Context: an optimization exercise on an open-source flow, tuned for small area, a short achievable clock period and few clock cycles. The choices shown serve that exercise and are no tape-out recipe.
Where RTL was checked, it was by simulation tests only, not by an equivalence proof against the original.
Power is estimated from default activity; no workload was simulated.

// search_top
module search_top
#(
  parameter int DIM = 4,
  parameter int PQ_LENGTH = 5,
  parameter int IN_DEPTH = 4,
  parameter int OUT_CREDITS = 2
) (
  input  logic                   clk_100mhz,
  input  logic                   sys_rst,
  input  logic                   in_valid,
  input  logic [1:0]             in_op,
  input  logic [$clog2(DIM)-1:0] in_index,
  input  logic [15:0]            in_data,
  input  logic [15:0]            in_id,
  output logic                   in_credit,
  output logic                   res_valid,
  output logic [15:0]            res_id,
  output logic [39:0]            res_dist,
  output logic                   res_last,
  input  logic                   out_credit
);
Size in the first run: ~2600 cells after synthesis, about 570 flip-flops, about 99 I/O pins, about 31000 µm² of cells after synthesis.
export LEC_CHECK = 0
export CAP_MARGIN = 20
export CORE_MARGIN = 2
export CORE_UTILIZATION = 60
export CTS_CLUSTER_DIAMETER = 150
export CTS_CLUSTER_SIZE = 25
export SLEW_MARGIN = 20
create_clock -name core_clock -period 14.0 [get_ports {clk_100mhz}]
standard.sh (not shown) runs the stock make flow with config.mk's settings and CLKGATE_MAP_FILE= SYNTH_SCRIPT=/design/flow/synth_recipe.tcl, a recipe that flattens the netlist after the stock synthesis.
==> flow/flow/run.sh <==
#!/bin/bash
# Standard layout, with repair_timing aiming for extra setup slack.
set -euo pipefail
bash standard.sh SETUP_SLACK_MARGIN=10 finish > standard.log 2>&1
The first run ran to the end with no violations.
==> next run, changes <==
--- a/flow/design.v
+++ b/flow/design.v
@@ -796,49 +796,38 @@
   logic in_q, in_c, in_e;
   assign in_q = in_valid && (in_op == 2'd0);
   assign in_c = in_valid && (in_op == 2'd1);
   assign in_e = in_valid && (in_op == 2'd2);
   logic       busy;       
   logic       cq;         
   logic [2:0] owed;       
   logic [3:0] nfree;      
   logic       withhold;
   logic       credit_d;
   logic       r_e, d_e, s_e, pe, drain_on;
-  logic [2:0] owed_inc, owed_dec;
-  logic [3:0] nfree_inc;
-  logic       nfree_full;
-  assign owed_inc   = owed + 3'd1;
-  assign owed_dec   = owed - 3'd1;
-  assign nfree_inc  = nfree + 4'd1;
-  assign nfree_full = (nfree > 4'd3 + 4'(owed));
   assign busy     = r_e || d_e || s_e || pe || drain_on;
-  assign withhold = busy && nfree_full && (in_c || in_e);
+  assign withhold = busy && (nfree > 4'd3 + 4'(owed)) && (in_c || in_e);
   assign credit_d = (in_valid && !withhold) || (!busy && (owed != 3'd0));
   always_ff @(posedge clk_100mhz) begin
     if (sys_rst) begin
       in_credit <= 1'b0;
       owed      <= 3'd0;
       nfree     <= 4'd0;
       cq        <= 1'b0;
     end else begin
       in_credit <= credit_d;
-      if (in_valid && withhold) begin
-        owed <= owed_inc;
-      end else if (!in_valid && !busy && owed != 3'd0) begin
-        owed <= owed_dec;
-      end
+      owed      <= owed + 3'(in_valid) - 3'(credit_d);
       if (!busy) begin
         nfree <= 4'd0;
       end else if (in_c || in_e) begin
-        nfree <= nfree_inc;
+        nfree <= nfree + 4'd1;
       end
       if (in_e) begin
         cq <= 1'b0;
       end else if (in_c && in_index == 2'(DIM - 1)) begin
         cq <= 1'b1;
       end
     end
   end
   logic [15:0] cand_id;
   always_ff @(posedge clk_100mhz) begin
     if (in_c && in_index == 2'(DIM - 1)) begin
After rerunning:
- area after synthesis rises by 0.35%
- global-route usage rises by 0.72 points
- core utilization rises by 0.44 points
- via count rises by 1.7%
- wire length rises by 2.6%
- worst setup slack gets better by 8.5 ps
- total power rises by about 2.6%
- combinational power rises by about 5%
- critical path depth stays the same
Testbench counts after the change, summed over its fixed seeds: cycles 18,880.
Function not checked in the first run of this note: the RTL went through the layout flow alone.

---

## rev 12
search_top, a different RTL version from the one above (not shown whole).
For scale: roughly 2,300 cells after synthesis, roughly 630 flip-flops, ~29,000 um^2 of cells after synthesis.
==> flow/config.mk <==
export PLATFORM = sky130hd
export DESIGN_NAME = search_top
export DESIGN_NICKNAME = search_top
export VERILOG_FILES = /design/flow/design.v
export SDC_FILE = /design/flow/constraint.sdc
export NUM_CORES = 4
export LEC_CHECK = 0
export CAP_MARGIN = 20
export CORE_MARGIN = 2
export CORE_UTILIZATION = 60
export CTS_CLUSTER_DIAMETER = 150
export CTS_CLUSTER_SIZE = 25
export SLEW_MARGIN = 20
==> flow/constraint.sdc <==
create_clock -name core_clock -period 14.0 [get_ports {clk_100mhz}]
set_input_delay 2.8000 -clock core_clock [delete_from_list [all_inputs] [get_ports {clk_100mhz}]]
set_output_delay 2.8000 -clock core_clock [all_outputs]
set_load 0.01 [all_outputs]
==> flow/flow/run.sh <==
#!/bin/bash
# Standard layout, with repair_timing aiming for extra setup slack and plain
# buffers on the ports.
set -euo pipefail
bash standard.sh SETUP_SLACK_MARGIN=10 "BUFFER_PORTS_ARGS=-buffer_cell sky130_fd_sc_hd__buf_2" finish > standard.log 2>&1
Testbench counts of rev 12, summed over its fixed seeds: cycles 18,948.
Input-level comparison between rev 13 and rev 12:
--- a/flow/design.v
+++ b/flow/design.v
@@ -952,45 +952,42 @@
   logic [15:0]   q_id [NQ];
   logic [2:0]    q_rk [NQ];
   logic [2:0]    q_cnt;
   logic [2:0]    sel_rk;    
   logic [NQ-1:0] sel_hit;
   logic [DW-1:0] sel_d;
   logic [15:0]   sel_id;
   logic          r_le;
   logic [2:0]    dr_j;      
-  logic [2:0]    dr_rk;     
+  logic [2:0]    dr_j1;     
   logic [2:0]    n_plo;     
   logic          n_drop;    
   assign take = a_done && (!n_valid || ins) && !pe;
   always_comb begin
     case (n_ph)
       2'd0:    n_plo = 3'd0;
       2'd1:    n_plo = n_c2 ? 3'd3 : 3'd0;
       2'd2:    n_plo = {n_c2, n_r1} == 2'b11 ? 3'd4 : {n_c2, n_r1} == 2'b10 ? 3'd3 :
                        {n_c2, n_r1} == 2'b01 ? 3'd2 : 3'd0;
       default: n_plo = n_p;
     endcase
   end
   assign n_drop = n_valid && (n_plo >= pe_k);
-  logic n_gone;
-  assign n_gone = n_drop && pe && !drain_on && !ins;
   assign step = n_valid && (n_ph != 2'd3) && !drain_on;
   assign ins  = n_valid && (n_ph == 2'd3) && !drain_on;
   always_comb begin
     if (drain_on) begin
-      sel_rk = dr_rk;
+      sel_rk = dr_j1;
     end else begin
       case (n_ph)
         2'd0:    sel_rk = 3'd2;
         2'd1:    sel_rk = n_c2 ? 3'd3 : 3'd1;
-        2'd2:    sel_rk = n_c2 ? 3'd4 : 3'd0;
-        default: sel_rk = 3'd0;
+        default: sel_rk = n_c2 ? 3'd4 : 3'd0;
       endcase
     end
     sel_d  = '0;
     sel_id = '0;
     for (int i = 0; i < NQ; i++) begin
       sel_hit[i] = (q_rk[i] == sel_rk);
       sel_d  = sel_d  | (q_d[i]  & {DW{sel_hit[i]}});
       sel_id = sel_id | (q_id[i] & {16{sel_hit[i]}});
     end
@@ -1005,29 +1002,25 @@
   always_ff @(posedge clk_100mhz) begin
     if (take) begin
       n_d  <= acc;
       n_id <= cand_id;
     end
   end
   always_ff @(posedge clk_100mhz) begin
     if (sys_rst) begin
       n_valid <= 1'b0;
-      n_ph    <= 2'd3;
+      n_ph    <= 2'd0;
       n_c2    <= 1'b0;
       n_r1    <= 1'b0;
       n_r2    <= 1'b0;
     end else begin
-      n_valid <= take || (n_valid && !ins && !n_gone);
-      if (take) begin
-        n_ph <= 2'd0;
-      end else if (ins || n_gone) begin
-        n_ph <= 2'd3;
-      end else if (last_beat && n_valid) begin
+      n_valid <= take || (n_valid && !ins && !(start && n_drop));
+      if (take || ins || last_beat) begin
         n_ph <= 2'd0;
       end else if (step) begin
         n_ph <= n_ph + 2'd1;
       end
       if (step && n_ph == 2'd0) begin
         n_c2 <= r_le;
       end
       if (step && n_ph == 2'd1) begin
         n_r1 <= r_le;
@@ -1075,33 +1068,33 @@
             q_rk[i] <= q_rk[i] + 3'd1;
           end
         end
       end
     end
   end
   logic [DW-1:0] h_d;
   logic [15:0]   h_id;
   always_ff @(posedge clk_100mhz) begin
-    if (ins_take && n_p == 3'd0) begin
-      h_d  <= n_d;
-      h_id <= n_id;
-    end else begin
+    if (beat) begin
       h_d  <= sel_d;
       h_id <= sel_id;
+    end else if (ins_take && n_p == 3'd0) begin
+      h_d  <= n_d;
+      h_id <= n_id;
     end
   end
   logic [2:0] dr_left;    
   logic [1:0] cred;       
   logic [2:0] dr_nxt;
   logic [1:0] cred_nxt;
   assign beat      = res_valid;
   assign last_beat = res_valid && res_last;
-  assign start     = pe && !drain_on && (!n_valid || ins);
+  assign start     = pe && !drain_on && (!n_valid || ins || n_drop);
   always_ff @(posedge clk_100mhz) begin
     if (sys_rst) begin
       pe <= 1'b0;
     end else begin
       pe <= s_e || (pe && !start);
     end
     if (r_e) begin
       pe_k <= k_clamp;
     end
@@ -1113,51 +1106,49 @@
       dr_nxt = 3'd0;
     end else if (beat) begin
       dr_nxt = dr_left - 3'd1;
     end else if (start) begin
       dr_nxt = pe_k;
     end
   end
   logic [2:0] j_nxt;
   logic [2:0] cnt_nxt;
-  logic       rv_nxt;     
-  assign rv_nxt = (dr_nxt != 3'd0) && (cred_nxt != 2'd0);
   always_comb begin
     j_nxt = dr_j;
     if (last_beat) begin
       j_nxt = 3'd0;
     end else if (beat) begin
       j_nxt = dr_j + 3'd1;
     end
     cnt_nxt = q_cnt;
     if (last_beat) begin
       cnt_nxt = 3'd0;
     end else if (ins_take && q_cnt != 3'(NQ)) begin
       cnt_nxt = q_cnt + 3'd1;
     end
   end
   always_ff @(posedge clk_100mhz) begin
     if (sys_rst) begin
       dr_j  <= 3'd0;
-      dr_rk <= 3'd0;
+      dr_j1 <= 3'd1;
     end else begin
       dr_j  <= j_nxt;
-      dr_rk <= rv_nxt ? j_nxt + 3'd1 : j_nxt;
+      dr_j1 <= j_nxt + 3'd1;
     end
   end
   always_ff @(posedge clk_100mhz) begin
     if (sys_rst) begin
       dr_left   <= 3'd0;
       drain_on  <= 1'b0;
       cred      <= 2'(OUT_CREDITS);
       res_valid <= 1'b0;
     end else begin
       dr_left   <= dr_nxt;
       drain_on  <= (dr_nxt != 3'd0);
       cred      <= cred_nxt;
-      res_valid <= rv_nxt;
+      res_valid <= (dr_nxt != 3'd0) && (cred_nxt != 2'd0);
     end
     res_last <= (dr_nxt == 3'd1) || (j_nxt + 3'd1 >= cnt_nxt);
   end
   assign res_id   = h_id;
   assign res_dist = {5'd0, h_d};
 endmodule
==> summary.txt <==
- Every run (rev 12 and rev 13) finished clean.
- Worst setup slack after layout for rev 13: 0.026 ns down relative to rev 12
- Compared with rev 12, in rev 13 final worst hold slack held, sequential share of layout area went up 1.3 points.
- Looking at startpoint of the most critical setup path, the h_d[25]$_DFF_P_ result is from rev 12; the h_d[34]$_DFFE_PP_ one comes from rev 13.
- Fmax: rev 13 below rev 12
- Wire length the detailed router placed on met1 of rev 13 is on par with rev 12.
- Cmp rev 13 vs rev 12: routed via count higher in rev 13
- Compared with rev 12, in rev 13 relative contribution of the clock network to total power has decreased; length of routed met3 wiring higher.
Testbench counts of rev 13, summed over its fixed seeds: cycles 18,905.

## port drivers added, routing unchanged
No port has a modelled driver above. Below, the same layouts with a new extraction and two added sets of constraints. Step 1 (the two cells are an assumption about what drives the block):
set clk [get_ports {clk_100mhz}]
set_driving_cell -lib_cell sky130_fd_sc_hd__clkbuf_16 $clk
set_driving_cell -lib_cell sky130_fd_sc_hd__buf_2 [delete_from_list [all_inputs] $clk]
Step 2 also shifts input and output timing later by t, the mid clock arrival at the registers, as if the neighbouring blocks saw the same clock. a / b / c = ideal ports / drivers / drivers and shift; a / b = the first two.
run	t, ns	setup WS [ns]	latest minus earliest clock arrival (ns)	worst register clock-pin slew, ns
the first run of note 1	0.649	9.927 / 9.869 / 9.481	0.023 / 0.023	0.11 / 0.11
the second run of note 1	0.636	9.936 / 9.879 / 9.331	0.034 / 0.034	0.11 / 0.11
rev 12	0.673	10.032 / 9.976 / 9.555	0.047 / 0.047	0.11 / 0.11
rev 13	0.647	10.006 / 9.949 / 9.547	0.026 / 0.026	0.11 / 0.11
After both steps setup and hold are still met in every run listed. For the second run of note 1, which loses most, drivers alone change the setup slack by -0.057 ns; drivers and shift together by -0.605 ns.
